Context: an optimization exercise on an open-source flow, tuned for a short achievable clock period and few clock cycles. The choices shown serve that exercise and are no tape-out recipe. Only simulation tests tie the RTL to the original design; equivalence was not proved. Power and IR drop assume default switching activity.

$ cat flow/config.mk
export PLATFORM = sky130hd
export DESIGN_NAME = scalar_core
export DESIGN_NICKNAME = scalar_core
export VERILOG_FILES = /design/flow/design.v
export SDC_FILE = /design/flow/constraint.sdc
export NUM_CORES = 4
export LEC_CHECK = 0
export CAP_MARGIN = 40
export CORE_MARGIN = 2
export CORE_UTILIZATION = 30
export SETUP_SLACK_MARGIN = 3.8
export SLEW_MARGIN = 40
export TNS_END_PERCENT = 100
$ cat flow/constraint.sdc
create_clock -name core_clock -period 7.0 [get_ports {clock}]
set_input_delay 1.4000 -clock core_clock [delete_from_list [all_inputs] [get_ports {clock}]]
set_output_delay 1.4000 -clock core_clock [all_outputs]
set_load 0.01 [all_outputs]
$ cat flow/design.v
`timescale 1ns/1ps
package scalar_pkg;
    localparam int data_width    = 32;
    localparam int addr_width    = 12;
    localparam int reg_count     = 16;
    localparam int reg_idx_width = 4;
    localparam logic [data_width-1:0] halt_marker    = 32'hFFFF_FFFF;
    localparam logic [data_width-1:0] barrier_marker = 32'hAAAA_AAAA;
    typedef enum logic [3:0] {
        op_nop      = 4'd0,
        op_load_imm = 4'd1,
        op_jump     = 4'd2,
        op_branch   = 4'd3,
        op_alu      = 4'd4,
        op_load_pc  = 4'd5,
        op_halt     = 4'd6,
        op_sync     = 4'd7
    } op_t;
    typedef enum logic [2:0] {
        alu_add = 3'd0,
        alu_sub = 3'd1,
        alu_and = 3'd2,
        alu_or  = 3'd3,
        alu_xor = 3'd4,
        alu_cmp = 3'd7
    } alu_op_t;
    typedef enum logic [3:0] {
        cond_none   = 4'd0,
        cond_eq     = 4'd1,
        cond_ne     = 4'd2,
        cond_lt     = 4'd3,
        cond_ge     = 4'd4,
        cond_cs     = 4'd5,
        cond_cc     = 4'd6,
        cond_vs     = 4'd7,
        cond_vc     = 4'd8,
        cond_always = 4'd15
    } cond_t;
    typedef enum logic [1:0] {
        stage_fetch     = 2'd0,
        stage_decode    = 2'd1,
        stage_execute   = 2'd2,
        stage_writeback = 2'd3
    } stage_t;
    typedef struct packed {
        logic zero;
        logic negative;
        logic carry;
        logic overflow;
    } flags_t;
    typedef struct packed {
        logic [3:0]               op;
        logic [reg_idx_width-1:0] src;
        logic [reg_idx_width-1:0] dest;
        logic [2:0]               alu_op;
        logic [3:0]               cond;
        logic [3:0]               sync_sel;
        logic [addr_width-1:0]    addr;
        logic [data_width-1:0]    imm;    
        logic                     take_branch;
    } decoded_t;
endpackage
`timescale 1ns/1ps
module scalar_core (
    input  logic        clock,
    input  logic        reset,
    input  logic        enable,
    input  logic [31:0] instruction,
    output logic [31:0] data_out,
    output logic        data_valid,
    output logic [11:0] prog_mem_addr,
    output logic        prog_mem_read
);
    localparam logic [31:0] HALT_MARKER    = 32'hFFFF_FFFF;
    localparam logic [31:0] BARRIER_MARKER = 32'hAAAA_AAAA;
    logic        running;
    logic [31:0] regs [16];
    logic        zf, nf, cf, vf;
    logic        e_wr;           
    logic        e_ldi;
    logic        e_flg;          
    logic        e_arith;        
    logic        e_sub;          
    logic        e_and, e_or;
    logic [3:0]  e_dest;
    logic [15:0] e_imm;
    logic [31:0] e_sb;           
    logic [31:0] e_d;            
    logic        e_osrc, e_obar, e_ohalt;
    logic [8:3]  e_chk;          
    logic        e_jr;           
    logic        e_pred;         
    logic [8:3]  hist;           
    logic [11:0] e_alt;          
    logic adv;
    assign adv           = enable & running;
    assign prog_mem_read = enable & running;
    function automatic logic cond_eval(input logic [3:0] c, input logic z, input logic n,
                                       input logic cy, input logic v);
        case (c)
            4'd1:    cond_eval = z;
            4'd2:    cond_eval = !z;
            4'd3:    cond_eval = n;
            4'd4:    cond_eval = !n;
            4'd5:    cond_eval = cy;
            4'd6:    cond_eval = !cy;
            4'd7:    cond_eval = v;
            4'd8:    cond_eval = !v;
            4'd15:   cond_eval = 1'b1;
            default: cond_eval = 1'b0;
        endcase
    endfunction
    logic [31:0] x, lres, alu_res, res, sum;
    logic [31:0] pg_g [6];       
    logic [31:0] pg_p [6];
    logic [32:0] cy;             
    logic        n_z, n_n, n_c, n_v;
    logic        b_z, b_n, b_c, b_v;    
    logic        l_n;                   
    logic        e_out;
    logic        mis;
    always_comb begin
        x = e_d ^ e_sb;
        pg_g[0]    = e_d;
        pg_p[0]    = x;
        pg_g[0][0] = x[0] ? e_sub : e_d[0];
        pg_p[0][0] = 1'b0;
        for (int l = 0; l < 5; l++) begin
            for (int i = 0; i < 32; i++) begin
                if (i >= (1 << l)) begin
                    pg_g[l+1][i] = pg_p[l][i] ? pg_g[l][i - (1 << l)] : pg_g[l][i];
                    pg_p[l+1][i] = pg_p[l][i] & pg_p[l][i - (1 << l)];
                end else begin
                    pg_g[l+1][i] = pg_g[l][i];
                    pg_p[l+1][i] = pg_p[l][i];
                end
            end
        end
        cy  = {pg_g[5], e_sub};
        sum = x ^ cy[31:0];
        lres    = e_and ? (e_d & e_sb) : e_or ? (e_d | e_sb) : x;
        alu_res = e_arith ? sum : lres;
        res     = e_ldi ? {{16{e_imm[15]}}, e_imm} : alu_res;
        if (e_arith)    n_z = ~|(x ^ {e_d[30:0] | e_sb[30:0], e_sub});
        else if (e_and) n_z = ~|(e_d & e_sb);
        else if (e_or)  n_z = ~|(e_d | e_sb);
        else            n_z = ~|x;
        n_n = alu_res[31];
        n_c = e_arith & cy[32];
        n_v = e_arith & (cy[32] ^ cy[31]);
    end
    assign l_n   = e_and ? (e_d[31] & e_sb[31]) : e_or ? (e_d[31] | e_sb[31]) : x[31];
    assign b_z   = e_flg ? n_z : zf;
    assign b_n   = e_flg ? l_n : nf;
    assign b_c   = e_flg ? 1'b0 : cf;
    assign b_v   = e_flg ? 1'b0 : vf;
    logic [8:3]  c_val;          
    logic        e_taken;
    assign c_val   = {!vf, vf, !cf, cf, !nf, nf};
    assign e_taken = |(e_chk & c_val);
    assign mis     = e_jr | ((|e_chk) & (e_taken != e_pred));
    assign e_out = e_osrc | e_obar | e_ohalt;
    logic [3:0]  f_op, f_src, f_dest, f_sel, f_cond;
    logic [2:0]  f_a;
    logic [11:0] f_addr, pa_inc, pa_next;
    logic [31:0] rs, rd, s_fwd, d_fwd;
    logic        f_ldi, f_jmp, f_br, f_alu, f_ldpc, f_halt, f_sync;
    logic        f_alu_wr, f_alu_flg, f_sub;
    logic        hz_s, hz_d;
    logic        br_chk, br_take, f_pred;
    logic        ldpc_fast, f_go;
    logic        f_bar, f_sout;
    logic        f_oreq, f_ook, f_out;
    always_comb begin
        f_op   = instruction[31:28];
        f_src  = instruction[27:24];
        f_dest = instruction[23:20];
        f_sel  = instruction[19:16];
        f_a    = instruction[18:16];
        f_cond = instruction[15:12];
        f_addr = instruction[11:0];
        f_ldi  = (f_op == 4'd1);
        f_jmp  = (f_op == 4'd2);
        f_br   = (f_op == 4'd3);
        f_alu  = (f_op == 4'd4);
        f_ldpc = (f_op == 4'd5);
        f_halt = (f_op == 4'd6);
        f_sync = (f_op == 4'd7);
        f_bar  = f_sync & (f_sel == 4'd0);
        f_sout = f_sync & (f_sel == 4'd1);
        f_alu_wr  = f_alu & (f_a <= 3'd4);
        f_alu_flg = f_alu & ((f_a <= 3'd4) | (f_a == 3'd7));
        f_sub     = f_alu & ((f_a == 3'd1) | (f_a == 3'd7));
        rs = regs[f_src];
        rd = regs[f_dest];
        hz_s = e_wr & (e_dest == f_src);
        hz_d = e_wr & (e_dest == f_dest);
        s_fwd = hz_s ? res : rs;
        d_fwd = hz_d ? res : rd;
        pa_inc = prog_mem_addr + 12'd1;
        br_chk  = f_br & (f_cond >= 4'd3) & (f_cond <= 4'd8) & e_flg & e_arith;
        case (f_cond)
            4'd3:    f_pred = hist[3];
            4'd4:    f_pred = hist[4];
            4'd5:    f_pred = hist[5];
            4'd6:    f_pred = hist[6];
            4'd7:    f_pred = hist[7];
            default: f_pred = hist[8];
        endcase
        br_take = br_chk ? f_pred : cond_eval(f_cond, b_z, b_n, b_c, b_v);
        ldpc_fast = hz_s & e_ldi;
        f_go = !mis;
        f_oreq = f_halt | f_bar | f_sout;
        f_ook  = !e_out & !(f_sout & hz_s);
        f_out  = f_oreq & f_ook & !mis;
        if (mis)                               pa_next = e_jr ? e_sb[11:0] : e_alt;
        else if (f_jmp | (f_br & br_take))     pa_next = f_addr;
        else if (f_ldpc & ldpc_fast)           pa_next = e_imm[11:0];
        else                                   pa_next = pa_inc;
    end
    always_ff @(posedge clock or posedge reset) begin
        if (reset) begin
            for (int i = 0; i < 16; i++) regs[i] <= '0;
        end else if (adv & e_wr) begin
            regs[e_dest] <= res;
        end
    end
    always_ff @(posedge clock or posedge reset) begin
        if (reset) begin
            {zf, nf, cf, vf} <= 4'd0;
        end else if (adv & e_flg) begin
            {zf, nf, cf, vf} <= {n_z, n_n, n_c, n_v};
        end
    end
    always_ff @(posedge clock or posedge reset) begin
        if (reset) begin
            prog_mem_addr <= '0;
            running       <= 1'b1;
            data_valid    <= 1'b0;
            data_out      <= '0;
            e_wr    <= 1'b0;
            e_ldi   <= 1'b0;
            e_flg   <= 1'b0;
            e_arith <= 1'b0;
            e_sub   <= 1'b0;
            e_and   <= 1'b0;
            e_or    <= 1'b0;
            e_dest  <= '0;
            e_imm   <= '0;
            e_sb    <= '0;
            e_d     <= '0;
            e_osrc  <= 1'b0;
            e_obar  <= 1'b0;
            e_ohalt <= 1'b0;
            e_chk   <= '0;
            e_jr    <= 1'b0;
            e_pred  <= 1'b0;
            hist    <= '0;
            e_alt   <= '0;
        end else begin
            data_valid <= adv & (e_out | f_out);
            if (adv) begin
                prog_mem_addr <= pa_next;
                if (e_ohalt | (f_out & f_halt)) running <= 1'b0;
                if (e_out) begin
                    data_out <= e_obar ? BARRIER_MARKER : e_ohalt ? HALT_MARKER : e_sb;
                end else begin
                    data_out <= f_halt ? HALT_MARKER : f_bar ? BARRIER_MARKER : rs;
                end
                e_wr    <= f_go & (f_ldi | f_alu_wr);
                e_ldi   <= f_go & f_ldi;
                e_flg   <= f_go & f_alu_flg;
                e_arith <= (f_a == 3'd0) | (f_a == 3'd1) | (f_a == 3'd7);
                e_sub   <= f_sub;
                e_and   <= (f_a == 3'd2);
                e_or    <= (f_a == 3'd3);
                e_dest  <= f_dest;
                e_imm   <= instruction[15:0];
                e_sb    <= s_fwd ^ {32{f_sub}};
                e_d     <= d_fwd;
                e_osrc  <= f_go & f_sout & !f_ook;
                e_obar  <= f_go & f_bar & !f_ook;
                e_ohalt <= f_go & f_halt & !f_ook;
                for (int c = 3; c <= 8; c++) e_chk[c] <= f_go & br_chk & (f_cond == c);
                e_jr    <= f_go & f_ldpc & !ldpc_fast;
                e_pred  <= br_take;
                e_alt   <= br_take ? pa_inc : f_addr;
                for (int c = 3; c <= 8; c++) if (e_chk[c]) hist[c] <= c_val[c];
            end
        end
    end
endmodule
$ cat flow/run.sh
#!/bin/bash
# synth_recipe.tcl (not shown) runs the flow's synth.tcl, then flattens the netlist and writes it again
# the make line also repeats each setting of config.mk as NAME=value (left out here)
make -C /OpenROAD-flow-scripts/flow DESIGN_CONFIG=/design/flow/config.mk WORK_HOME=/design/flow/orfs CLKGATE_MAP_FILE= SYNTH_SCRIPT=/design/flow/synth_recipe.tcl finish
==> results of run 1 <==
==> synth_stat cells (all sizes together) (14+ instances only) <==
master / n
o211ai: 30
a211oi: 41
a31oi: 17
buf: 62
a222oi: 14
o31ai: 15
nor4: 30
dfrtp: 681
xor2: 43
o21ai: 659
nand2: 826
o22ai: 66
a21oi: 155
clkbuf: 317
a22oi: 283
nor3: 46
nand3: 112
and3: 18
inv: 95
a22o: 69
ha: 65
nor3b: 22
xnor2: 39
nand2b: 27
a221oi: 74
nand4: 83
nor2: 137
mux2i: 68
mux2: 63
o22a: 17
==> per-layer routing <==
metal / GRT usage (%) / vias up / wire, µm / share of wire, %
met1: 33.6 / 18300 / 66700 / 38
met5: 0 / - / 88 / 0.051
met2: 38.2 / 2881 / 74000 / 43
met4: 13.3 / 8 / 10900 / 6.3
li1: - / 16000 / - / -
met3: 8.19 / 731 / 22400 / 13
==> sequential cells by signal (all words and copies together), names as in the netlist, 4 cells and up <==
signal	cells
prog_mem_addr	12
e_sb	32
e_alt	12
e_chk	6
data_out	32
hist	6
e_imm	16
regs	512
e_d	32
e_dest	4
==> stage by stage <==
stage	power (mW)	TNS [ps]	instance area (µm²)	worst slack (ps)	hold WS, ps
2_1_floorplan	4.21	-2540800	38400	-3730	442
3_3_place_gp	4.39	0	40700	2000	458
3_5_place_dp	4.40	0	41000	2000	466
4_1_cts	8.67	0	45600	3620	479
5_1_grt	8.87	0	47100	3600	504
6_report	8.69	0	47100	3690	474
==> tightest hold or removal path: stages (launching register included) <==
cell	delay, ps
dfrtp_1	340
nand2_1	40
o21ai_0	60
==> worst paths after layout <==
kind,startpoint,cells after the start,end
min in group asynchronous,reset,2,data_out[22]
setup / recovery,e_d[10],11,e_sb[20]
hold / removal,e_alt[10],2,e_alt[10]
max in group asynchronous,reset,5,regs[9][15]
setup reg to reg,e_d[10],11,e_sb[20]
hold reg to reg,e_alt[10],2,e_alt[10]
==> final cells by class <==
type                    count  share of cell area [%]
diodes                      3                  0.0159
clock buffers             112                    4.82
clock inverters            29                   0.803
inverters                  95                   0.832
multi-input cells        3196                    44.6
flip-flops and latches    682                    36.3
well taps                1650                    4.39
repair buffers            372                    8.18
repair inverters            1                  0.0186
==> power breakdown <==
group          internal (mW)  leakage (nW)  switching [mW]
logic                  0.119          8.96           0.330
clock network           2.50          1.30            1.80
registers               3.94          9.27               0
==> timing repair <==
| action | in CTS | in global routing |
|---|---|---|
| setup endpoints to repair | 648 | 375 |
| hold endpoints to repair | 0 | 0 |
| buffers inserted | 87 | 61 |
| resized for setup | 302 | 175 |
| pin swaps | 53 | 48 |
| gates cloned | 9 | 7 |
==> logic make-up after synthesis <==
kind of cell             synth area share (%)
AO/OA/AOI/OAI                            25.9
AND/OR/NAND/NOR                          16.3
flip-flops                               44.9
buffers and inverters                    5.09
multiplexers                             3.75
XOR/XNOR                                 1.89
adder cells (fa/ha/maj)                  2.14
==> metrics.md, run 1 <==
| Metric | Value |
|---|---|
| Synthesized instance count | 4345 |
| Worst path slowest cell | o31a_4 |
| CTS Hold Bufs | 0 |
| Residual DRC | 0 |
| Top Ports | 81 |
| Via count | 37.9k |
| GRT overflow | 0 |
| Initial detailed-routing violation count | 6331 |
| Synth area leaders | dfrtp_1, o21ai_0, nand2_1 |
| Startpoint types | flop |
| First-pass GRT wire length | 251000 µm |
| Flops & latches, synth | 682 |
| Primary FF master, synth | dfrtp_1 |
| Max stage delay on crit path | 410 ps |
| Yosys top cell by area | dfrtp_1 |
| Share of flip-flops with an asynchronous set or reset | 100% |
| Setup violators final | 0 |
| Vias per cell | 6.17 |
| Min-Delay Path Class | reg -> reg |
| Multi-input logic area | 21000 µm² |
| Core area | 126000 µm² |
| Outcome | timing/DRC/antenna clean |
| Clock-pin slew on the worst setup and hold paths | 60 ps |
| Clk Latency, worst-skew pair | 670 ps |
| CP dominant cell by count | nor3_1 |
| Routability cong. | 0.945 |
| Final Critical Period | 3310 ps |
| Mean Syn Cell Area | 8.74 µm² |
| Syn Std Cell Area | 38000 µm² |
| Final nets | 4525 |
| Slew Limit Headroom | 43.5% |
| Buffers & Inverters on Critical Path | 1 |
| CP cell instances | inv_1 > ha_4 > o211ai_1 > o211a_1 > o311a_4 > a211oi_4 > nor3_1 > o31a_4 > mux2i_1 > nor3_1 > a221o_1 |
| Area growth from synthesis to layout | 23.9% |
| CP Capture Type | flop |
| PD cells | 185 nW/µm² |
| Largest net degree at the start of global routing | 136 |
| Most frequent cells in the layout | nand2_1, dfrtp_1, o21ai_0 |
| Port Buf Inserts | 80 |
| Fin util | 37.5% |
| Routed wire length | 174000 µm |
| Number of global-route vias before repair | 35.9k |
| Max-slew violation count | 0 |
| Number of enable flip-flop cells after synthesis | 0 |
| H-Tree Depth | 3 |
| Initial antenna violation count | 4 |
| Worst Path Required | 7530 ps |
| Flop2flop setup slack | 3690 ps |
| Max FO, Critical Path | 18 |
| Slew @ Worst Pin | 848 ps |
| Final Hold Vio Count | 0 |
| Row count | 130 |
| Clock Path Buffers | 3 |
| Worst EP arrival | 3840 ps |
| Initial Util | 30.3% |
| WS Path Type | reg -> reg |
| Placed instance count | 5830 |
| Cell family with the largest share of critical-path delay | compound AO/OA/AOI/OAI gates |
| Register area | 17100 µm² |
| Share of the yosys chip area belonging to registers | 44.9% |
| Syn_nets | 4445 |
| DIE AREA | 130000 µm² |
| Layout cells sized above 1 | 18.5% |
| Total GRT Usage | 25.8% |
| Fillers | 12.5k |
| CTS sink count | 682 |
| Dpl hpwl | 108000 µm |
| Max-cap violations | 0 |
| Post-route non-filler standard cell count | 6140 |
| Max Freq | 302 MHz |
| CTS tree | done |
| Worst Clk Skew | 47.8 ps |
| Die width | 360 µm |
| Leak | 19.5 nW |
| Yosys cell types | 101 |
| Count of yosys warnings during synthesis | 4 |
| Synth top area share | 44.9% |
| Maximum vdd ir drop | 0.183 mV |
| RSZ-0062 raised after global routing | yes |
| Die height | 360 µm |
| Num CTS Buffers | 77 |
| Clk root buf | clkbuf_16 |
| Wire per inst | 28.3 µm |
| Final ANT Viol Nets | 0 |
| Drt pass-1 iters | 10 |
| Fin crit share | 47.3% |
| Commonest non-fill, non-tap cell in the layout | nand2_1 |
Testbench counts, summed over its fixed seeds: cycles 76,439.
==> inputs of run 2 (changes only) <==
--- a/flow/config.mk
+++ b/flow/config.mk
@@ -7,7 +7,7 @@
 export LEC_CHECK = 0
 export CAP_MARGIN = 40
 export CORE_MARGIN = 2
-export CORE_UTILIZATION = 30
+export CORE_UTILIZATION = 40
 export SETUP_SLACK_MARGIN = 3.8
 export SLEW_MARGIN = 40
 export TNS_END_PERCENT = 100
==> metrics.md, run 2 <==
| Metric | Value |
|---|---|
| Die height | 312 µm (-13%) |
| Clk root buf | clkbuf_16 |
| Commonest non-fill, non-tap cell in the layout | nand2_1 |
| Syn_nets | 4445 (unchanged) |
| Die width | 312 µm (-13%) |
| Final Critical Period | 3370 ps (+59.5 ps) |
| Mean Syn Cell Area | 8.74 µm² (unchanged) |
| Initial antenna violation count | 4 (unchanged) |
| Most common cell in the synthesized netlist | nand2_1 |
| Wire per inst | 30.7 µm (+8.4%) |
| Dpl hpwl | 110000 µm (+1.5%) |
| Share of flip-flops with an asynchronous set or reset | 100% (unchanged) |
| Area after DPL | 40400 µm² (-1.5%) |
| PD cells | 182 nW/µm² (-1.6%) |
| Final instance area | 48200 µm² (+2.4%) |
| CTS Hold Bufs | 0 (unchanged) |
| Yosys cell types | 101 (unchanged) |
| Initial Util | 40.2% (+9.9 points) |
| Max-slew violation count | 0 (unchanged) |
| Slew Limit Headroom | 38.5% (-5.0 points) |
| Routed wire length | 178000 µm (+2.2%) |
| H-Tree Depth | 3 (unchanged) |
| Number of global-route vias before repair | 36.2k (+0.77%) |
| Outcome | timing/DRC/antenna clean |
| Row count | 113 (-13%) |
| Worst Clk Skew | 27.1 ps (-20.7 ps) |
| Maximum vdd ir drop | 0.163 mV (-11%) |
| Share of the yosys chip area belonging to registers | 44.9% (unchanged) |
| Worst hold margin | 477 ps (+3.31 ps) |
| Total GRT Usage | 34.8% (+9.0 points) |
| Primary FF master, synth | dfrtp_1 |
| Seq pwr share | 45.0% (-0.4 points) |
| Number of enable flip-flop cells after synthesis | 0 (unchanged) |
| Via count | 38.9k (+2.7%) |
| RSZ-0062 raised after global routing | yes |
| Synthesized instance count | 4345 (unchanged) |
| Comb pwr share | 5.0% (-0.2 points) |
| Vias per cell | 6.73 (+9.0%) |
| Core area | 94600 µm² (-25%) |
| Top reg by flops | regs |
| Max Freq | 297 MHz (-1.8%) |
| Pint | 6.66 mW (+1.6%) |
| Max FO, Critical Path | 8 (-10) |
| GRT overflow | 0 (unchanged) |
| Routability cong. | 0.990 (+4.8%) |
| Clk Latency, worst-skew pair | 660 ps (about the same) |
| CTS tree | done |
| Syn Std Cell Area | 38000 µm² (unchanged) |
| Commonest cells in the netlist | nand2_1, dfrtp_1, o21ai_0 |
| Residual DRC | 0 (unchanged) |
| Layout cells sized above 1 | 23.6% (+5.1 points) |
| Max stage delay on crit path | 470 ps (+60 ps) |
| Count of yosys warnings during synthesis | 4 (unchanged) |
| Area growth from synthesis to layout | 26.9% |
| First-pass GRT wire length | 254000 µm (+1.0%) |
| Switch Pwr | 2.09 mW (-1.6%) |
| Startpoint types | flop |
| CP Capture Type | flop |
| Setup violators final | 0 (unchanged) |
| Synth area leaders | dfrtp_1, o21ai_0, nand2_1 |
| Initial detailed-routing violation count | 6532 (+3.2%) |
| CTS sink count | 682 (unchanged) |
| Drt pass-1 iters | 10 (unchanged) |
| Sw Ratio | 23.9% (-0.59 points) |
| Final ANT Viol Nets | 0 (unchanged) |
| Clock Path Buffers | 3 (unchanged) |
| Cell family with the largest share of critical-path delay | buffers and inverters |
| Min-Delay Path Class | reg -> reg |
| CP cell instances | clkinvlp_4 > ha_4 > nor3b_4 > nor4_2 > buf_4 > a211oi_4 > buf_12 > buf_6 > buf_6 > a21oi_4 > a2111oi_4 > a211oi_2 > buf_6 > clkbuf_16 > mux2_2 |
| Top Ports | 81 (unchanged) |
| Worst EP arrival | 3900 ps (+60 ps) |
| Num CTS Buffers | 78 (+1.3%) |
| Buffers & Inverters on Critical Path | 7 (+6) |
| Synth top area share | 44.9% (unchanged) |
| Most frequent cells in the layout | nand2_1, dfrtp_1, o21ai_0 |
| Number of flip-flops in the largest register | 512 (unchanged) |
| Fin crit share | 48.1% (+0.85 points) |
| Final nets | 4561 (+0.80%) |
| DIE AREA | 97500 µm² (-25%) |
| Worst Path Required | 7530 ps (about the same) |
| Final Hold Vio Count | 0 (unchanged) |
| Flops & latches, synth | 682 (unchanged) |
| Largest net degree at the start of global routing | 131 (-3.7%) |
| Worst path slowest cell | dfrtp_2 |
| Clock-pin slew on the worst setup and hold paths | 60 ps (about the same) |
| Port Buf Inserts | 80 (unchanged) |
| WS Path Type | reg -> reg |
| Yosys top cell by area | dfrtp_1 |
| Clk pwr share | 50.0% (+0.6 points) |
| Leak | 20.3 nW (+3.7%) |
| Slew @ Worst Pin | 921 ps (+73.4 ps) |
| CP dominant cell by count | buf_6 |
| Max-cap violations | 0 (unchanged) |
## run 2: cell families (layout without fill, tap and decap cells)
family                     count (synthesis)  count (layout)  share of synthesized area [%]
AOI/OAI and AO/OA                       1532            1533                           25.9
and+or+nand+nor                         1378            1384                           16.3
DFF                                      682             682                           44.9
buffers and inverters                    474             641                           5.09
muxes                                    132             132                           3.75
xor gates and xnor gates                  82              82                           1.89
adders and majority gates                 65              65                           2.14
other                                      0               4                              0
## run 2: area by class of cell
type,count,area (µm²)
fillers,8619,46400
clock inverters,22,302
well taps,1265,1580
flip-flops and latches,682,17100
diodes,4,10.0
clock buffers,116,2390
repair inverters,2,17.5
multi-input cells,3196,22000
repair buffers,406,4390
inverters,95,407
## run 2: routing by layer
layer | track usage, % | wire length, µm
met3 | 11.9 | 24800
met4 | 20.2 | 12700
met2 | 50.6 | 74500
met1 | 45.0 | 65800
met5 | 0.338 | 93
## run 2: through the flow
stage	setup TNS [ps]	setup slack (ps)	total power [mW]	std cells	util [%]
global route	0	3570	8.94	5784	51.0
CTS	0	3680	8.73	5711	48.5
global placement	0	2010	4.38	5429	42.5
finish	0	3630	8.76	5788	51.0
detailed placement	0	2030	4.39	5441	42.7
floorplan	-2540800	-3730	4.21	4345	-
## run 2: timing repair
| item | 4_1_cts | 5_1_grt |
|---|---|---|
| setup buffers | 120 | 56 |
| gates cloned | 12 | 12 |
| endpoints found under the setup margin | 649 | 520 |
| pin swaps | 97 | 167 |
| resized for setup | 403 | 492 |
## run 2: path summary, 6_finish.rpt
check,slack (ps),start,depth (start not counted),end
worst max-delay path,3630,e_d[5],15,regs[1][24]
worst min-delay path,480,e_alt[1],2,e_alt[1]
worst max register to register,3630,e_d[5],15,regs[1][24]
worst min register to register,480,e_alt[1],2,e_alt[1]
max in group asynchronous,4540,reset,5,regs[8][1]
min in group asynchronous,1050,reset,2,regs[6][26]
## run 2: tightest hold or removal path, stage by stage, from the launching register on
cell,delay [ps]
dfrtp_1,340
nand2_1,40
o21ai_0,60
## run 2: power groups by stage
stage	clock [mW]	sequential, mW	combinational (mW)
6_report	4.38	3.94	0.434
5_1_grt	4.55	3.94	0.445
4_1_cts	4.39	3.94	0.395
3_5_place_dp	0	4.01	0.371
3_3_place_gp	0	4.01	0.365
2_1_floorplan	0	4.02	0.194
==> inputs of run 3 (changes only) <==
--- a/flow/config.mk
+++ b/flow/config.mk
@@ -7,7 +7,9 @@
 export LEC_CHECK = 0
 export CAP_MARGIN = 40
 export CORE_MARGIN = 2
-export CORE_UTILIZATION = 40
-export SETUP_SLACK_MARGIN = 3.8
+export CORE_UTILIZATION = 30
+export GPL_ROUTABILITY_DRIVEN = 0
+export GPL_TIMING_DRIVEN = 1
+export SETUP_SLACK_MARGIN = 4.0
 export SLEW_MARGIN = 40
 export TNS_END_PERCENT = 100
==> metrics.md, run 3 <==
| Metric | Value |
|---|---|
| Residual DRC | 0 (unchanged) |
| Share of flip-flops with an asynchronous set or reset | 100% (unchanged) |
| Post-route non-filler standard cell count | 6346 (+9.6%) |
| Number of global-route vias before repair | 37.3k (+3.2%) |
| Initial Util | 30.3% (-9.9 points) |
| Wire per inst | 28.6 µm (-6.8%) |
| FF-to-FF path depth | 16 (+1) |
| Worst EP arrival | 3790 ps (-110 ps) |
| Worst Clk Skew | 34.6 ps (+7.49 ps) |
| Core area | 126000 µm² (+33%) |
| Syn Std Cell Area | 38000 µm² (unchanged) |
| Maximum vdd ir drop | 0.182 mV (+12%) |
| Top reg by flops | regs |
| Setup violators final | 0 (unchanged) |
| GRT overflow | 0 (unchanged) |
| Slew Limit Headroom | 36.1% (-2.4 points) |
| Initial detailed-routing violation count | 6882 (+5.4%) |
| First-pass GRT wire length | 256000 µm (+1.0%) |
| Placed instance count | 5818 (+6.9%) |
| Commonest non-fill, non-tap cell in the layout | nand2_1 |
| CTS tree | done |
| Commonest cells in the netlist | nand2_1, dfrtp_1, o21ai_0 |
| Most frequent cells in the layout | nand2_1, dfrtp_1, o21ai_0 |
| Most common cell in the synthesized netlist | nand2_1 |
| Flops & latches, synth | 682 (unchanged) |
| Drt pass-1 iters | 12 (+2) |
| Setup WS pre-CTS | 2160 ps (+121 ps) |
| Final instance area | 51200 µm² (+6.1%) |
| Top Ports | 81 (unchanged) |
| CP Capture Type | flop |
| Num CTS Buffers | 77 (-1.3%) |
| Share of the yosys chip area belonging to registers | 44.9% (unchanged) |
| Max-cap violations | 0 (unchanged) |
| Synth top area share | 44.9% (unchanged) |
| Leak | 21.5 nW (+6.3%) |
| Yosys cell types | 101 (unchanged) |
| Max-slew violation count | 0 (unchanged) |
| Yosys top cell by area | dfrtp_1 |
| Area after DPL | 41200 µm² (+2.0%) |
| Worst Path Required | 7500 ps (-30 ps) |
| Min-Delay Path Class | reg -> reg |
| Number of enable flip-flop cells after synthesis | 0 (unchanged) |
| Max FO, Critical Path | 3 (-5) |
| Startpoint types | flop |
| WS Path Type | reg -> reg |
| Vias per cell | 6.31 (-6.2%) |
| Row count | 130 (+15%) |
| Synthesized instance count | 4345 (unchanged) |
| Port Buf Inserts | 80 (unchanged) |
| RSZ-0062 raised after global routing | yes |
| CTS Hold Bufs | 0 (unchanged) |
| Clock-pin slew on the worst setup and hold paths | 60 ps (about the same) |
| Routed wire length | 182000 µm (+2.2%) |
| Clk Latency, worst-skew pair | 680 ps (+20 ps) |
| Largest net degree at the start of global routing | 100 (-24%) |
| Initial antenna violation count | 7 (+3) |
| Outcome | timing/DRC/antenna clean |
| Power, Total | 8.89 mW (+1.5%) |
| Mean Syn Cell Area | 8.74 µm² (unchanged) |
| Layout cells sized above 1 | 28.8% (+5.2 points) |
| Final Hold Vio Count | 0 (unchanged) |
| PD cells | 174 nW/µm² (-4.4%) |
| Fin util | 40.7% (-10 points) |
| Final Critical Period | 3290 ps (-79.5 ps) |
| Clk root buf | clkbuf_16 |
| Die width | 360 µm (+15%) |
| Count of yosys warnings during synthesis | 4 (unchanged) |
| CTS sink count | 682 (unchanged) |
| Via count | 40.0k (+2.8%) |
| Clock Path Buffers | 3 (unchanged) |
| Die height | 360 µm (+15%) |
| Number of flip-flops in the largest register | 512 (unchanged) |
| Final nets | 4734 (+3.8%) |
| DIE AREA | 130000 µm² (+33%) |
| Final ANT Viol Nets | 0 (unchanged) |
| Setup TNS | 0 ps (unchanged) |
| Syn_nets | 4445 (unchanged) |
| Slew @ Worst Pin | 959 ps (+37.7 ps) |
| Setup WS post-layout | 3710 ps (+79.5 ps) |
| Total GRT Usage | 26.2% (-8.6 points) |
| Max Freq | 304 MHz (+2.4%) |
| WHS Path Cells | 2 (unchanged) |
| Synth area leaders | dfrtp_1, o21ai_0, nand2_1 |
| Primary FF master, synth | dfrtp_1 |
| Fin crit share | 47.0% (-1.1 points) |
| H-Tree Depth | 3 (unchanged) |
| Dpl hpwl | 107000 µm (-2.7%) |
| Area growth from synthesis to layout | 34.7% |
| Worst hold margin | 473 ps (-3.72 ps) |
[run 3: cell counts after synthesis]
Identical to the previous run, type by type.
[run 3: cells by family after synthesis]
family / share of synthesized area, %
XOR/XNOR: 1.89
adder cells (fa/ha/maj): 2.14
buffers and inverters: 5.09
AND/OR/NAND/NOR: 16.3
flip-flops: 44.9
AO/OA/AOI/OAI: 25.9
multiplexers: 3.75
[run 3: final timing paths]
path / startpoint / end / slack, ps
setup / recovery: e_sb[0] / e_d[5] / 3710
hold / removal: data_out[13] / data_out[13] / 470
setup reg to reg: e_sb[0] / e_d[5] / 3710
hold reg to reg: data_out[13] / data_out[13] / 470
max in group asynchronous: reset / regs[11][30] / 4290
min in group asynchronous: reset / e_d[13] / 1220
[run 3: layer usage]
metal  up-vias  part of all wire [%]  track usage (%)
met2      3409                    41             38.1
met1     19100                    37             33.5
met3       997                    14             10.0
met5         -                 0.012                0
met4         4                   7.2             14.0
li1      16500                     -                -
[run 3: repair_timing]
item                                    CTS  global route
pin swaps                               183           183
cloned                                   14            12
setup buffers                           291            70
endpoints found under the setup margin  678           499
endpoints found under the hold margin     0             0
gates resized for setup                 656           474
[run 3: layout make-up]
class,count,area [µm²]
clock buffer,107,2240
fill,11900,74400
tap,1650,2060
timing repair buffer,579,6120
inverter,95,405
sequential,682,17100
antenna,4,10.0
multi-input combinational,3199,22700
clock inverter,30,488
[run 3: worst max-delay path, stage by stage, from the launching register on]
cell and delay (ps):
dfrtp_1 390, inv_2 90, ha_4 300, mux2i_4 290, o2111ai_4 200, buf_6 170, buf_6 110, buf_6 110
buf_6 120, buf_4 170, a31oi_2 200, xnor2_1 130, a211o_1 310, o21ai_4 140, mux2i_1 160, nand2_1 110
o21ai_0 120
[run 3: power breakdown]
part | switching [mW] | total, mW | internal, mW | leakage (nW)
logic | 0.346 | 0.499 | 0.153 | 10.9
clock network | 1.82 | 4.44 | 2.62 | 1.33
registers | 0 | 3.94 | 3.94 | 9.25
==> inputs of run 4 (changes only) <==
--- a/flow/design.v
+++ b/flow/design.v
@@ -237,56 +237,49 @@
             prog_mem_addr <= '0;
             running       <= 1'b1;
             data_valid    <= 1'b0;
-            data_out      <= '0;
             e_wr    <= 1'b0;
             e_ldi   <= 1'b0;
             e_flg   <= 1'b0;
-            e_arith <= 1'b0;
-            e_sub   <= 1'b0;
-            e_and   <= 1'b0;
-            e_or    <= 1'b0;
-            e_dest  <= '0;
-            e_imm   <= '0;
-            e_sb    <= '0;
-            e_d     <= '0;
             e_osrc  <= 1'b0;
             e_obar  <= 1'b0;
             e_ohalt <= 1'b0;
             e_chk   <= '0;
             e_jr    <= 1'b0;
-            e_pred  <= 1'b0;
             hist    <= '0;
-            e_alt   <= '0;
         end else begin
             data_valid <= adv & (e_out | f_out);
             if (adv) begin
                 prog_mem_addr <= pa_next;
                 if (e_ohalt | (f_out & f_halt)) running <= 1'b0;
-                if (e_out) begin
-                    data_out <= e_obar ? BARRIER_MARKER : e_ohalt ? HALT_MARKER : e_sb;
-                end else begin
-                    data_out <= f_halt ? HALT_MARKER : f_bar ? BARRIER_MARKER : rs;
-                end
                 e_wr    <= f_go & (f_ldi | f_alu_wr);
                 e_ldi   <= f_go & f_ldi;
                 e_flg   <= f_go & f_alu_flg;
-                e_arith <= (f_a == 3'd0) | (f_a == 3'd1) | (f_a == 3'd7);
-                e_sub   <= f_sub;
-                e_and   <= (f_a == 3'd2);
-                e_or    <= (f_a == 3'd3);
-                e_dest  <= f_dest;
-                e_imm   <= instruction[15:0];
-                e_sb    <= s_fwd ^ {32{f_sub}};
-                e_d     <= d_fwd;
                 e_osrc  <= f_go & f_sout & !f_ook;
                 e_obar  <= f_go & f_bar & !f_ook;
                 e_ohalt <= f_go & f_halt & !f_ook;
                 for (int c = 3; c <= 8; c++) e_chk[c] <= f_go & br_chk & (f_cond == c);
                 e_jr    <= f_go & f_ldpc & !ldpc_fast;
-                e_pred  <= br_take;
-                e_alt   <= br_take ? pa_inc : f_addr;
                 for (int c = 3; c <= 8; c++) if (e_chk[c]) hist[c] <= c_val[c];
             end
         end
     end
+    always_ff @(posedge clock) begin
+        if (adv) begin
+            if (e_out) begin
+                data_out <= e_obar ? BARRIER_MARKER : e_ohalt ? HALT_MARKER : e_sb;
+            end else begin
+                data_out <= f_halt ? HALT_MARKER : f_bar ? BARRIER_MARKER : rs;
+            end
+            e_arith <= (f_a == 3'd0) | (f_a == 3'd1) | (f_a == 3'd7);
+            e_sub   <= f_sub;
+            e_and   <= (f_a == 3'd2);
+            e_or    <= (f_a == 3'd3);
+            e_dest  <= f_dest;
+            e_imm   <= instruction[15:0];
+            e_sb    <= s_fwd ^ {32{f_sub}};
+            e_d     <= d_fwd;
+            e_pred  <= br_take;
+            e_alt   <= br_take ? pa_inc : f_addr;
+        end
+    end
 endmodule
--- a/flow/config.mk
+++ b/flow/config.mk
@@ -8,8 +8,6 @@
 export CAP_MARGIN = 40
 export CORE_MARGIN = 2
 export CORE_UTILIZATION = 30
-export GPL_ROUTABILITY_DRIVEN = 0
-export GPL_TIMING_DRIVEN = 1
 export SETUP_SLACK_MARGIN = 4.0
 export SLEW_MARGIN = 40
 export TNS_END_PERCENT = 100
==> metrics.md, run 4 <==
| Metric | Value |
|---|---|
| Clk Latency, worst-skew pair | 670 ps (about the same) |
| Leak | 20.3 nW (-5.8%) |
| Number of flip-flops in the largest register | 512 (unchanged) |
| Outcome | timing/DRC/antenna clean |
| Fillers | 11.9k (-0.54%) |
| First-pass GRT wire length | 242000 µm (-5.5%) |
| Max-slew violation count | 0 (unchanged) |
| Count of yosys warnings during synthesis | 4 (unchanged) |
| Most frequent cells in the layout | nand2_1, dfrtp_1, a22oi_1 |
| Worst Clk Skew | 32.7 ps (-1.90 ps) |
| Share of flip-flops with an asynchronous set or reset | 80.5% (-20 points) |
| Commonest cells in the netlist | nand2_1, dfrtp_1, o21ai_0 |
| Share of the yosys chip area belonging to registers | 47.6% (+2.7 points) |
| Final Critical Period | 3360 ps (+68.4 ps) |
| Yosys cell types | 90 (-11%) |
| Top reg by flops | regs |
| Top Ports | 81 (unchanged) |
| Max Freq | 298 MHz (-2.0%) |
| Clock Path Buffers | 3 (unchanged) |
| Setup violators final | 0 (unchanged) |
| Routability cong. | 0.999 |
| CP Capture Type | flop |
| Area growth from synthesis to layout | 32.1% |
| Post-route non-filler standard cell count | 5966 (-6.0%) |
| Synth top area share | 36.8% (-8.0 points) |
| Multi-input logic area | 21200 µm² (-6.5%) |
| Number of enable flip-flop cells after synthesis | 133 (+133) |
| Vias per cell | 6.16 (-2.4%) |
| Max FO, Critical Path | 7 (+4) |
| Residual DRC | 0 (unchanged) |
| GRT overflow | 0 (unchanged) |
| Largest net degree at the start of global routing | 149 (+49%) |
| Startpoint types | flop |
| Slew Limit Headroom | 33.0% (-3.1 points) |
| Port Buf Inserts | 80 (unchanged) |
| Drt pass-1 iters | 7 (-5) |
| CTS Hold Bufs | 0 (unchanged) |
| Wire per inst | 28.1 µm (-1.8%) |
| Final ANT Viol Nets | 0 (unchanged) |
| Dpl hpwl | 99000 µm (-7.4%) |
| Setup WS pre-CTS | 1860 ps (-291 ps) |
| Initial detailed-routing violation count | 5657 (-18%) |
| PD cells | 177 nW/µm² (+1.7%) |
| Syn Std Cell Area | 37200 µm² (-2.0%) |
| H-Tree Depth | 3 (unchanged) |
| Clk root buf | clkbuf_16 |
| Core area | 123000 µm² (-1.7%) |
| Total GRT Usage | 25.6% (-0.67 points) |
| Mean Syn Cell Area | 9.17 µm² (+4.9%) |
| Fin crit share | 48.0% (+0.98 points) |
| Die height | 356 µm (-1.0%) |
| Routed wire length | 168000 µm (-7.6%) |
| Row count | 129 (-0.77%) |
| Syn_nets | 4158 (-6.5%) |
| Layout cells sized above 1 | 27.6% (-1.2 points) |
| Min-Delay Path Class | reg -> reg |
| Register area | 17700 µm² (+3.6%) |
| CTS tree | done |
| Max-cap violations | 0 (unchanged) |
| Flops & latches, synth | 682 (unchanged) |
| DIE AREA | 127000 µm² (-2.0%) |
| Maximum vdd ir drop | 0.247 mV (+35%) |
| Most common cell in the synthesized netlist | nand2_1 |
| Placed instance count | 5543 (-4.7%) |
| Commonest non-fill, non-tap cell in the layout | nand2_1 |
| CTS sink count | 682 (unchanged) |
| Final Hold Vio Count | 0 (unchanged) |
| Setup WS post-layout | 3640 ps (-68.4 ps) |
| Synth area leaders | dfrtp_1, edfxtp_1, nand2_1 |
| Initial Util | 30.1% (-0.11 points) |
| Via count | 36.7k (-8.2%) |
| Worst Path Required | 7410 ps (-90 ps) |
| Primary FF master, synth | dfrtp_1 |
| Num CTS Buffers | 78 (+1.3%) |
| Clock-pin slew on the worst setup and hold paths | 70 ps (about the same) |
| Power, Total | 8.69 mW (-2.2%) |
| Initial antenna violation count | 5 (-2) |
| Die width | 356 µm (-1.0%) |
| Final nets | 4365 (-7.8%) |
| Worst hold margin | 504 ps (+30.4 ps) |
| Worst EP arrival | 3760 ps (-30 ps) |
| Slew @ Worst Pin | 1000 ps (+42.5 ps) |
| RSZ-0062 raised after global routing | yes |
| Yosys top cell by area | dfrtp_1 |
| WS Path Type | reg -> reg |
| Synthesized instance count | 4058 (-6.6%) |
| Number of global-route vias before repair | 35.0k (-6.2%) |
-- run 4: cell count changes after synthesis, sizes merged, moves of 23 or more --
cell	delta
a22oi	+56
clkbuf	-31
dfrtp	-133
edfxtp	+133
nand2	-110
o21ai	-141
o22ai	-24
xnor2	+34
xor2	-23
-- run 4: cell families (layout without fill, tap and decap cells) --
family	Yosys count	in the layout	synth area share (%)
XOR/XNOR	93	93	2.19
buffers and inverters	447	708	4.72
adder cells (fa/ha/maj)	65	65	2.18
AO/OA/AOI/OAI	1382	1382	24.3
AND/OR/NAND/NOR	1261	1268	15.2
multiplexers	128	128	3.73
flip-flops	682	682	47.6
other	0	3	0
-- run 4: per-stage QoR --
step | instance area [µm²] | utilization (%) | TNS (ps)
floorplan | 38100 | - | -1024240
global placement | 40400 | 32.7 | 0
detailed placement | 40600 | 32.9 | 0
CTS | 47300 | 38.3 | 0
finish | 49200 | 39.8 | 0
global route | 49200 | 39.8 | 0
-- run 4: where the power goes --
group	internal [mW]	leakage (nW)	switching (mW)
logic	0.122	10.3	0.289
clock network	2.47	1.27	1.76
registers	4.04	8.67	0
total	6.64	20.3	2.05
-- run 4: worst max-delay path, cell delays in order, from the launching register on --
cell,delay [ps]
edfxtp_1,440
inv_2,100
ha_4,230
nor3b_2,160
o21a_1,240
o2111ai_4,330
a211oi_4,140
buf_6,150
o31a_1,340
buf_4,160
xnor2_2,120
a211o_4,410
a31oi_4,190
xnor2_1,90
-- run 4: final timing paths --
check | start | end | slack, ps | cells past startpoint
max | e_d[2] | e_sb[13] | 3640 | 13
min | regs[1][10] | regs[1][10] | 500 | 2
max reg2reg | e_d[2] | e_sb[13] | 3640 | 13
min reg2reg | regs[1][10] | regs[1][10] | 500 | 2
max in group asynchronous | reset | regs[13][19] | 4490 | 5
min in group asynchronous | reset | regs[6][0] | 1080 | 2
-- run 4: final cells by class --
cell class,instances,area share (%)
Inverter,91,0.735
Timing Repair inverter,1,0.0178
Tap cell,1637,4.16
Sequential cell,682,36.1
Clock inverter,30,0.641
Clock buffer,111,4.66
Multi-Input combinational cell,2936,43.2
Timing Repair Buffer,475,10.5
Antenna cell,3,0.0153
-- run 4: timing repair --
action,in CTS,in global routing
endpoints found under the setup margin,721,496
gates resized for setup,752,326
pin swaps,216,144
setup buffers,188,63
cloned,21,4
-- run 4: layer usage --
layer	up-vias	part of all wire [%]	GRT usage (%)
met4	4	6.3	12.9
met5	-	0.011	0
met1	17900	38	32.6
li1	15400	-	-
met2	2653	44	38.7
met3	750	13	8.34
Testbench counts of run 4, summed over its fixed seeds: cycles 76,439.
==> inputs of run 5 (changes only) <==
--- a/flow/design.v
+++ b/flow/design.v
@@ -237,49 +237,56 @@
             prog_mem_addr <= '0;
             running       <= 1'b1;
             data_valid    <= 1'b0;
+            data_out      <= '0;
             e_wr    <= 1'b0;
             e_ldi   <= 1'b0;
             e_flg   <= 1'b0;
+            e_arith <= 1'b0;
+            e_sub   <= 1'b0;
+            e_and   <= 1'b0;
+            e_or    <= 1'b0;
+            e_dest  <= '0;
+            e_imm   <= '0;
+            e_sb    <= '0;
+            e_d     <= '0;
             e_osrc  <= 1'b0;
             e_obar  <= 1'b0;
             e_ohalt <= 1'b0;
             e_chk   <= '0;
             e_jr    <= 1'b0;
+            e_pred  <= 1'b0;
             hist    <= '0;
+            e_alt   <= '0;
         end else begin
             data_valid <= adv & (e_out | f_out);
             if (adv) begin
                 prog_mem_addr <= pa_next;
                 if (e_ohalt | (f_out & f_halt)) running <= 1'b0;
+                if (e_out) begin
+                    data_out <= e_obar ? BARRIER_MARKER : e_ohalt ? HALT_MARKER : e_sb;
+                end else begin
+                    data_out <= f_halt ? HALT_MARKER : f_bar ? BARRIER_MARKER : rs;
+                end
                 e_wr    <= f_go & (f_ldi | f_alu_wr);
                 e_ldi   <= f_go & f_ldi;
                 e_flg   <= f_go & f_alu_flg;
+                e_arith <= (f_a == 3'd0) | (f_a == 3'd1) | (f_a == 3'd7);
+                e_sub   <= f_sub;
+                e_and   <= (f_a == 3'd2);
+                e_or    <= (f_a == 3'd3);
+                e_dest  <= f_dest;
+                e_imm   <= instruction[15:0];
+                e_sb    <= s_fwd ^ {32{f_sub}};
+                e_d     <= d_fwd;
                 e_osrc  <= f_go & f_sout & !f_ook;
                 e_obar  <= f_go & f_bar & !f_ook;
                 e_ohalt <= f_go & f_halt & !f_ook;
                 for (int c = 3; c <= 8; c++) e_chk[c] <= f_go & br_chk & (f_cond == c);
                 e_jr    <= f_go & f_ldpc & !ldpc_fast;
+                e_pred  <= br_take;
+                e_alt   <= br_take ? pa_inc : f_addr;
                 for (int c = 3; c <= 8; c++) if (e_chk[c]) hist[c] <= c_val[c];
             end
         end
     end
-    always_ff @(posedge clock) begin
-        if (adv) begin
-            if (e_out) begin
-                data_out <= e_obar ? BARRIER_MARKER : e_ohalt ? HALT_MARKER : e_sb;
-            end else begin
-                data_out <= f_halt ? HALT_MARKER : f_bar ? BARRIER_MARKER : rs;
-            end
-            e_arith <= (f_a == 3'd0) | (f_a == 3'd1) | (f_a == 3'd7);
-            e_sub   <= f_sub;
-            e_and   <= (f_a == 3'd2);
-            e_or    <= (f_a == 3'd3);
-            e_dest  <= f_dest;
-            e_imm   <= instruction[15:0];
-            e_sb    <= s_fwd ^ {32{f_sub}};
-            e_d     <= d_fwd;
-            e_pred  <= br_take;
-            e_alt   <= br_take ? pa_inc : f_addr;
-        end
-    end
 endmodule
==> flow/flow/run.sh (new file) <==
#!/bin/bash
# Own layout flow: the standard flow (standard.sh, every step), with more
# cells on the don't-use list: the slow wide OR/NOR and deep AOI/OAI cells,
# and the half and full adder cells (so that synthesis does not extract
# ripple adders). Synthesis and timing repair then build the logic from
# faster gates. Registers, constraints and all other steps are unchanged.
set -euo pipefail
cd "$(dirname "$0")/.."
base=$(make -s -C "$FLOW_HOME" DESIGN_CONFIG="$PWD/config.mk" WORK_HOME="$PWD/orfs" \
       print-DONT_USE_CELLS 2> print_dont_use.log | sed -n 's/^DONT_USE_CELLS: //p')
if [[ -z "$base" ]]; then
  echo "could not read the platform's DONT_USE_CELLS" >&2
  exit 1
fi
extra=""
for c in or4 or4b or4bb or3 or3b nor4 nor4b nor4bb nor3 nor3b a2111oi a2111o o2111ai \
         o2111a o41ai o41a a41oi a41o o311ai o311a a311oi a311o o32ai o32a a32oi a32o \
         and4bb and4b ha fa; do
  for s in 0 1 2 4; do
    if grep -q "cell (\"sky130_fd_sc_hd__${c}_$s\")" "$FLOW_HOME/platforms/sky130hd/lib/sky130_fd_sc_hd__tt_025C_1v80.lib"; then
      extra="$extra sky130_fd_sc_hd__${c}_$s"
    fi
  done
done
echo "DONT_USE_CELLS=$base$extra" > dont_use.txt
bash standard.sh "DONT_USE_CELLS=$base$extra" finish > standard_flow.log 2>&1
==> flow/standard.sh (new file) <==
#!/bin/bash
# synth_recipe.tcl (not shown) runs the flow's synth.tcl, then flattens the netlist and writes it again
# the make line also repeats each setting of config.mk as NAME=value (left out here)
make -C /OpenROAD-flow-scripts/flow DESIGN_CONFIG=/design/flow/config.mk WORK_HOME=/design/flow/orfs CLKGATE_MAP_FILE= SYNTH_SCRIPT=/design/flow/synth_recipe.tcl "${@:-finish}"
removed: flow/run.sh
==> metrics.md, run 5 <==
| Metric | Value |
|---|---|
| Dpl hpwl | 111000 µm (+12%) |
| Max-cap violations | 0 (unchanged) |
| Final ANT Viol Nets | 0 (unchanged) |
| Clock Path Buffers | 3 (unchanged) |
| Die width | 362 µm (+1.7%) |
| Residual DRC | 0 (unchanged) |
| CTS sink count | 682 (unchanged) |
| Clk root buf | clkbuf_16 |
| Fin crit share | 45.5% (-2.5 points) |
| Flop2flop setup slack | 3890 ps (+250 ps) |
| Final instance area | 48900 µm² (-0.59%) |
| Final nets | 4572 (+4.7%) |
| Clk pwr share | 49.1% (+0.4 points) |
| Synthesized instance count | 4407 (+8.6%) |
| Area growth from synthesis to layout | 26.9% |
| Seq pwr share | 45.9% (-0.6 points) |
| Gr busiest metal | met2 |
| Leak | 20.6 nW (+1.6%) |
| GRT met2 Usage | 38.7% (about the same) |
| Vias per cell | 6.26 (+1.7%) |
| Initial antenna violation count | 6 (+1) |
| Initial detailed-routing violation count | 6357 (+12%) |
| GRT overflow | 0 (unchanged) |
| Routed wire length | 178000 µm (+6.0%) |
| Outcome | timing/DRC/antenna clean |
| Maximum vdd ir drop | 0.165 mV (-33%) |
| Initial Util | 30.2% (+0.057 points) |
| Power, Total | 8.59 mW (-1.1%) |
| Worst Path Required | 5600 ps (-1810 ps) |
| Clk Latency, worst-skew pair | 680 ps (about the same) |
| Syn Std Cell Area | 38500 µm² (+3.5%) |
| Wire per inst | 28.5 µm (+1.1%) |
| Core area | 128000 µm² (+3.3%) |
| Commonest cells in the netlist | nand2_1, dfrtp_1, o21ai_0 |
| H-Tree Depth | 3 (unchanged) |
| Port Buf Inserts | 80 (unchanged) |
| Max-slew violation count | 0 (unchanged) |
| Sw Ratio | 24.3% (+0.63 points) |
| Count of yosys warnings during synthesis | 4 (unchanged) |
| Hold Startpoint | hist[8] |
| Comb pwr share | 5.1% (+0.4 points) |
| Mean Syn Cell Area | 8.74 µm² (-4.7%) |
| Share of the yosys chip area belonging to registers | 44.3% (-3.3 points) |
| Drt pass-1 iters | 9 (+2) |
| Num CTS Buffers | 78 (unchanged) |
| Yosys cell types | 86 (-4.4%) |
| Primary FF master, synth | dfrtp_1 |
| Synth top area share | 44.2% (+7.4 points) |
| First-pass GRT wire length | 253000 µm (+4.6%) |
| Commonest non-fill, non-tap cell in the layout | nand2_1 |
| R2r startpoint | e_sb[2] |
| Routing usage on met1 | 34.1% (+1.5 points) |
| GR Layer Usage met3 | 7.43% (-0.91 points) |
| WHS Path Cells | 2 (unchanged) |
| Top Ports | 81 (unchanged) |
| Number of global-route vias before repair | 36.1k (+3.1%) |
| DIE AREA | 131000 µm² (+3.4%) |
| Number of flip-flops in the largest register | 512 (unchanged) |
| Total GRT Usage | 25.9% (+0.28 points) |
| Most common cell in the synthesized netlist | nand2_1 |
| Worst EP arrival | 1790 ps (-1970 ps) |
| Layout cells sized above 1 | 24.1% (-3.6 points) |
| Area after DPL | 41500 µm² (+2.2%) |
| Final Critical Period | 3190 ps (-172 ps) |
| Syn_nets | 4442 (+6.8%) |
| Setup violators final | 0 (unchanged) |
| Startpoint types | input pin |
| Largest net degree at the start of global routing | 130 (-13%) |
| Pint | 6.51 mW (-2.0%) |
| Routability cong. | 0.988 (-1.1%) |
| Number of enable flip-flop cells after synthesis | 0 (-100%) |
| Worst Clk Skew | 36.4 ps (+3.76 ps) |
| Switch Pwr | 2.08 mW (+1.5%) |
| Slew @ Worst Pin | 895 ps (-107 ps) |
| WS Path Type | in -> out |
| FF-to-FF path depth | 11 (-2) |
| Clock-pin slew on the worst setup and hold paths | 60 ps (about the same) |
| Flops & latches, synth | 682 (unchanged) |
| Die height | 362 µm (+1.7%) |
| Via count | 39.2k (+6.6%) |
| CTS tree | done |
| Share of flip-flops with an asynchronous set or reset | 100% (+20 points) |
| Final Hold Vio Count | 0 (unchanged) |
| RSZ-0062 raised after global routing | yes |
| Row count | 131 (+1.6%) |
| RR Endpoint | prog_mem_addr[11] |
| Max Freq | 314 MHz (+5.4%) |
| Yosys top cell by area | dfrtp_1 |
| Min-Delay Path Class | reg -> reg |
| CP Capture Type | output port |
| PD cells | 176 nW/µm² (-0.55%) |
| Max FO, Critical Path | 5 (-2) |
| Synth area leaders | dfrtp_1, nand2_1, o21ai_0 |
| Most frequent cells in the layout | nand2_1, dfrtp_1, o21ai_0 |
| Slew Limit Headroom | 40.4% (+7.4 points) |
| Worst Hold End | hist[8] |
| Top reg by flops | regs |
## run 5: changes by cell type after synthesis, sizes merged, moves of 48 or more
| cell | before | now |
|---|---|---|
| dfrtp | 548 | 681 |
| o21ai | 518 | 612 |
| edfxtp | 133 | 0 |
| nand2 | 716 | 802 |
| mux2 | 64 | 112 |
| a22oi | 339 | 165 |
| ha | 65 | 0 |
| inv | 91 | 35 |
| a22o | 56 | 149 |
| nor2 | 154 | 246 |
| a221oi | 54 | 142 |
## run 5: worst max path at each step
| stage | from | endpoint | slack (ps) | depth (start not counted) |
|---|---|---|---|---|
| 6_report | enable | prog_mem_read | 3810 | 4 |
| 5_1_grt | enable | prog_mem_read | 3810 | 4 |
| 4_1_cts | enable | prog_mem_read | 3820 | 4 |
| 3_5_place_dp | enable | regs[15][14] | 2000 | 8 |
| 3_3_place_gp | instruction[24] | e_sb[16] | 1850 | 11 |
| 2_1_floorplan | reset | cf | -3730 | 1 |
## run 5: power groups by stage
stage                     Combinational (mW)  Clock (mW)  Sequential, mW
after detailed placement               0.345           0            4.01
after CTS                              0.387        4.24            3.94
after global placement                 0.335           0            4.01
after floorplan                        0.187           0            4.02
final                                  0.435        4.21            3.94
after global routing                   0.447        4.42            3.94
## run 5: metal layers
layer	part of all wire, %	wire length, µm
met2	42	75500
met1	38	67600
met3	13	23500
met4	6.4	11300
met5	0.028	49
## run 5: cell type report
class,count,area (µm²)
fill,12700,78600
multi-input combinational,3291,22300
sequential,682,17200
timing repair buffer,448,4610
clock buffer,116,2320
tap,1662,2080
clock inverter,17,260
inverter,35,154
timing repair inverter,1,8.76
antenna,2,5.00
## run 5: cells by family after synthesis
kind of cell	share of synthesized area (%)
and+or+nand+nor	16.6
buffers and inverters	4.70
DFF	44.3
muxes	4.34
adders and majority gates	0.325
AOI/OAI and AO/OA	27.5
xor gates and xnor gates	2.30
## run 5: worst max-delay path: stages
cell and delay [ps]:
buf_12 110, nand2_8 100, inv_16 50, buf_8 120
## run 5: through the flow
step	instances	setup TNS [ps]	util, %	setup slack (ps)	hold WS, ps
after floorplan	4407	-2540800	-	-3730	443
after CTS	6169	0	36.6	3820	480
after detailed placement	5861	0	32.6	2000	467
after global placement	5850	0	32.3	1850	462
after global routing	6252	0	38.3	3810	504
final	6254	0	38.3	3810	474
## run 5: timing repair
action	4_1_cts	5_1_grt
buffers inserted	168	79
hold buffers	0	0
gates resized for setup	354	335
gates cloned	7	4
endpoints found under the setup margin	680	412
pin swaps	78	144
Testbench counts of run 5, summed over its fixed seeds: cycles 76,439.
==> inputs of run 6 (changes only) <==
--- a/flow/design.v
+++ b/flow/design.v
@@ -93,7 +93,7 @@
     logic [8:3]  hist;           
     logic [11:0] e_alt;          
     logic adv;
-    assign adv           = enable & running;
+    assign adv           = enable;
     assign prog_mem_read = enable & running;
     function automatic logic cond_eval(input logic [3:0] c, input logic z, input logic n,
                                        input logic cy, input logic v);
@@ -209,10 +209,10 @@
         endcase
         br_take = br_chk ? f_pred : cond_eval(f_cond, b_z, b_n, b_c, b_v);
         ldpc_fast = hz_s & e_ldi;
-        f_go = !mis;
+        f_go = !mis & running & !e_ohalt;
         f_oreq = f_halt | f_bar | f_sout;
         f_ook  = !e_out & !(f_sout & hz_s);
-        f_out  = f_oreq & f_ook & !mis;
+        f_out  = f_oreq & f_ook & !mis & running;
         if (mis)                               pa_next = e_jr ? e_sb[11:0] : e_alt;
         else if (f_jmp | (f_br & br_take))     pa_next = f_addr;
         else if (f_ldpc & ldpc_fast)           pa_next = e_imm[11:0];
@@ -260,7 +260,7 @@
         end else begin
             data_valid <= adv & (e_out | f_out);
             if (adv) begin
-                prog_mem_addr <= pa_next;
+                if (running) prog_mem_addr <= pa_next;
                 if (e_ohalt | (f_out & f_halt)) running <= 1'b0;
                 if (e_out) begin
                     data_out <= e_obar ? BARRIER_MARKER : e_ohalt ? HALT_MARKER : e_sb;
--- a/flow/flow/run.sh
+++ b/flow/flow/run.sh
@@ -1,7 +1,7 @@
 #!/bin/bash
 # Own layout flow: the standard flow (standard.sh, every step), with more
-# cells on the don't-use list: the slow wide OR/NOR and deep AOI/OAI cells,
-# and the half and full adder cells (so that synthesis does not extract
+# cells on the don't-use list: the slow wide OR/NOR/NAND/AND and deep AOI/OAI
+# cells, and the half and full adder cells (so that synthesis does not extract
 # ripple adders). Synthesis and timing repair then build the logic from
 # faster gates. Registers, constraints and all other steps are unchanged.
 set -euo pipefail
@@ -15,7 +15,7 @@
 extra=""
 for c in or4 or4b or4bb or3 or3b nor4 nor4b nor4bb nor3 nor3b a2111oi a2111o o2111ai \
          o2111a o41ai o41a a41oi a41o o311ai o311a a311oi a311o o32ai o32a a32oi a32o \
-         and4bb and4b ha fa; do
+         and4bb and4b nand4 nand4b nand4bb and4 a222oi ha fa; do
   for s in 0 1 2 4; do
     if grep -q "cell (\"sky130_fd_sc_hd__${c}_$s\")" "$FLOW_HOME/platforms/sky130hd/lib/sky130_fd_sc_hd__tt_025C_1v80.lib"; then
       extra="$extra sky130_fd_sc_hd__${c}_$s"
==> metrics.md, run 6 <==
| Metric | Value |
|---|---|
| CTS tree | done |
| Slew Limit Headroom | 39.4% (-0.96 points) |
| DIE AREA | 130000 µm² (-0.94%) |
| Vias per cell | 6.33 (+1.0%) |
| Initial Util | 30.3% (+0.099 points) |
| Setup WS pre-CTS | 2190 ps (+195 ps) |
| Final Hold Vio Count | 0 (unchanged) |
| Worst path slowest cell | dfrtp_2 |
| Via count | 39.8k (+1.7%) |
| GRT overflow | 0 (unchanged) |
| First-pass GRT wire length | 255000 µm (+0.74%) |
| Register area | 17200 µm² (about the same) |
| Routability cong. | 0.961 (-2.7%) |
| Synthesized instance count | 4377 (-0.68%) |
| Comb pwr share | 18.2% (+13 points) |
| Residual DRC | 0 (unchanged) |
| RR Endpoint | e_sb[25] |
| Synth top area share | 44.7% (+0.42 points) |
| Die width | 361 µm (-0.47%) |
| Fin crit share | 46.0% (+0.52 points) |
| Share of the yosys chip area belonging to registers | 44.7% (+0.42 points) |
| Mean Syn Cell Area | 8.72 µm² (-0.27%) |
| Initial detailed-routing violation count | 6266 (-1.4%) |
| Max Freq | 310 MHz (-1.1%) |
| Top Metal Used | met5 |
| WS Path Type | reg -> reg |
| Count of yosys warnings during synthesis | 4 (unchanged) |
| Max FO, Critical Path | 5 (unchanged) |
| Seq pwr share | 41.3% (-4.6 points) |
| RSZ-0062 raised after global routing | yes |
| Critical path launch point | e_d[8] |
| Max-cap violations | 0 (unchanged) |
| Final nets | 4624 (+1.1%) |
| Multi-input logic area | 22800 µm² (+2.3%) |
| Largest net degree at the start of global routing | 122 (-6.2%) |
| Commonest non-fill, non-tap cell in the layout | nand2_1 |
| Total GRT Usage | 26.1% (+0.20 points) |
| CTS sink count | 682 (unchanged) |
| Yosys top cell by area | dfrtp_1 |
| Worst Path Required | 7540 ps (+1940 ps) |
| Outcome | timing/DRC/antenna clean |
| CP Capture Type | flop |
| Clock Path Buffers | 3 (unchanged) |
| Drt pass-1 iters | 7 (-2) |
| Clk root buf | clkbuf_16 |
| Primary FF master, synth | dfrtp_1 |
| Initial antenna violation count | 8 (+2) |
| Synth area leaders | dfrtp_1, o21ai_0, nand2_1 |
| FF-to-FF path depth | 13 (+2) |
| Top Ports | 81 (unchanged) |
| Share of flip-flops with an asynchronous set or reset | 100% (unchanged) |
| Max stage delay on crit path | 450 ps (+330 ps) |
| PD cells | 202 nW/µm² (+15%) |
| Min-Delay Path Class | reg -> reg |
| CP cell instances | buf_12 > buf_12 > xor2_4 > and3_4 > nand3_2 > nor2_1 > a31oi_4 > a31o_4 > nand2_2 > a21o_1 > o211ai_1 > a21o_1 > o211ai_1 |
| Most frequent cells in the layout | nand2_1, dfrtp_1, o21ai_0 |
| Sw Ratio | 30.3% (+6.0 points) |
| Die height | 361 µm (-0.47%) |
| Clk Latency, worst-skew pair | 680 ps (about the same) |
| Routed length on met3 | 24200 µm (+3.0%) |
| CTS Hold Bufs | 0 (unchanged) |
| Worst Clk Skew | 51.1 ps (+14.7 ps) |
| Pint | 7.10 mW (+9.2%) |
| Leak | 21.4 nW (+3.7%) |
| Slew @ Worst Pin | 909 ps (+14.4 ps) |
| Dpl hpwl | 106000 µm (-4.3%) |
| Yosys cell types | 83 (-3.5%) |
| Clk pwr share | 40.5% (-8.6 points) |
| Met1 WL | 68700 µm (+1.7%) |
| Worst EP arrival | 3760 ps (+1970 ps) |
| Hold Startpoint | zf |
| Port Buf Inserts | 80 (unchanged) |
| Top reg by flops | regs |
| Placed instance count | 5828 (-0.56%) |
| Setup violators final | 0 (unchanged) |
| R2r startpoint | e_d[8] |
| Layout cells sized above 1 | 29.1% (+5.0 points) |
| Number of enable flip-flop cells after synthesis | 0 (unchanged) |
| Row count | 130 (-0.76%) |
| H-Tree Depth | 3 (unchanged) |
| Fillers | 12.2k (-3.3%) |
| Flop2flop setup slack | 3780 ps (-110 ps) |
| Syn_nets | 4412 (-0.68%) |
| Worst Hold End | zf |
| Commonest cells in the netlist | dfrtp_1, nand2_1, o21ai_0 |
| Routed met2 length | 76100 µm (+0.84%) |
| Clock-pin slew on the worst setup and hold paths | 70 ps (about the same) |
| Routed wire length | 181000 µm (+1.6%) |
| Number of global-route vias before repair | 36.7k (+1.9%) |
| Cell family with the largest share of critical-path delay | compound AO/OA/AOI/OAI gates |
| Setup WS post-layout | 3780 ps (-36.6 ps) |
| Wire per inst | 28.7 µm (+0.97%) |
| Setup TNS | 0 ps (unchanged) |
| Num CTS Buffers | 76 (-2.6%) |
| Syn Std Cell Area | 38200 µm² (-0.95%) |
| Flops & latches, synth | 682 (unchanged) |
| Switch Pwr | 3.09 mW (+48%) |
| Startpoint types | flop |
| Max-slew violation count | 0 (unchanged) |
| Final Critical Period | 3220 ps (+36.6 ps) |
| Most common cell in the synthesized netlist | dfrtp_1 |
| Final ANT Viol Nets | 0 (unchanged) |
| Core area | 126000 µm² (-1.3%) |
| Buffers & Inverters on Critical Path | 2 (-1) |
| Maximum vdd ir drop | 0.175 mV (+6.0%) |
| Number of flip-flops in the largest register | 512 (unchanged) |
| Post-route non-filler standard cell count | 6296 (+0.67%) |
| Area growth from synthesis to layout | 32.2% |
| WHS Path Cells | 1 (-1) |
-- run 6: cell types whose count changed in the layout (fill, tap and decap cells not counted), moves of 21 or more --
cell | previous run | this run
nand4_1 | 94 | 0
and4_1 | 22 | 0
nor2_1 | 176 | 213
nand3_1 | 101 | 202
a21oi_1 | 153 | 205
buf_6 | 53 | 74
o21ai_1 | 128 | 42
o21ai_2 | 22 | 160
o21ai_0 | 454 | 374
a22oi_1 | 154 | 197
nand2_1 | 771 | 644
nand3_2 | 5 | 26
-- run 6: final cells by class --
class | instances | area share, %
multi-input combinational | 3275 | 45.2
tap | 1650 | 4.09
inverter | 41 | 0.322
clock buffer | 110 | 4.45
clock inverter | 23 | 0.528
antenna | 2 | 0.00992
sequential | 682 | 34.0
timing repair buffer | 513 | 11.4
-- run 6: cells by family (layout without fill, tap and decap cells) --
group           Yosys count  count (layout)  share of synthesized area, %
xor+xnor                 90              90                          2.13
buf+inv                 432             687                          4.57
mux                     131             131                          3.77
simple gates           1367            1374                          15.5
fa+ha+maj                12              12                         0.338
flops                   682             682                          44.7
compound gates         1663            1668                          28.9
other cells               0               2                             0
-- run 6: per-layer routing --
metal	vias to the layer above	track usage, %
li1	16500	-
met1	19500	34.0
met2	3007	38.0
met3	815	9.07
met4	8	13.2
met5	-	0
-- run 6: what timing repair did --
item / 4_1_cts / 5_1_grt
setup endpoints to repair: 594 / 470
pin swaps: 146 / 240
gates cloned: 18 / 17
setup buffers: 182 / 116
resized for setup: 528 / 525
-- run 6: how the worst max path moves through the flow --
stage,endpoint,depth (start not counted),slack [ps]
after floorplan,cf,1,-3730
after global routing,e_d[17],14,3720
after detailed placement,data_out[26],12,2190
final,e_sb[25],13,3780
after global placement,e_sb[26],10,2090
after CTS,e_sb[17],13,3810
-- run 6: through the flow --
stage | utilization (%) | power (mW) | hold WS (ps) | cell area (µm²)
floorplan | - | 4.95 | 441 | 38800
global placement | 32.3 | 5.43 | 455 | 40700
detailed placement | 32.7 | 5.46 | 462 | 41100
CTS | 37.4 | 9.87 | 477 | 47100
global route | 40.1 | 10.4 | 507 | 50400
finish | 40.1 | 10.2 | 479 | 50400
-- run 6: power groups by stage --
stage          clock network, mW  logic [mW]  registers, mW
5_1_grt                     4.30        1.92           4.22
2_1_floorplan                  0       0.782           4.17
3_3_place_gp                   0        1.16           4.27
6_report                    4.13        1.85           4.21
4_1_cts                     4.15        1.53           4.20
3_5_place_dp                   0        1.19           4.27
-- run 6: worst reg2reg max path: stages, from the launching register on --
cell	delay [ps]
dfrtp_2	450
buf_12	150
buf_12	130
xor2_4	190
and3_4	270
nand3_2	200
nor2_1	240
a31oi_4	80
a31o_4	300
nand2_2	130
a21o_1	430
o211ai_1	230
a21o_1	230
o211ai_1	100
Testbench counts of run 6, summed over its fixed seeds: cycles 76,439.

Check on run 6: ideal ports give 3.777 ns setup slack; a clkbuf_16 on the clock port and buf_2 on the inputs give 3.700 ns; moving port delays by the midpoint clock arrival (0.733 ns) as well gives 3.183 ns.
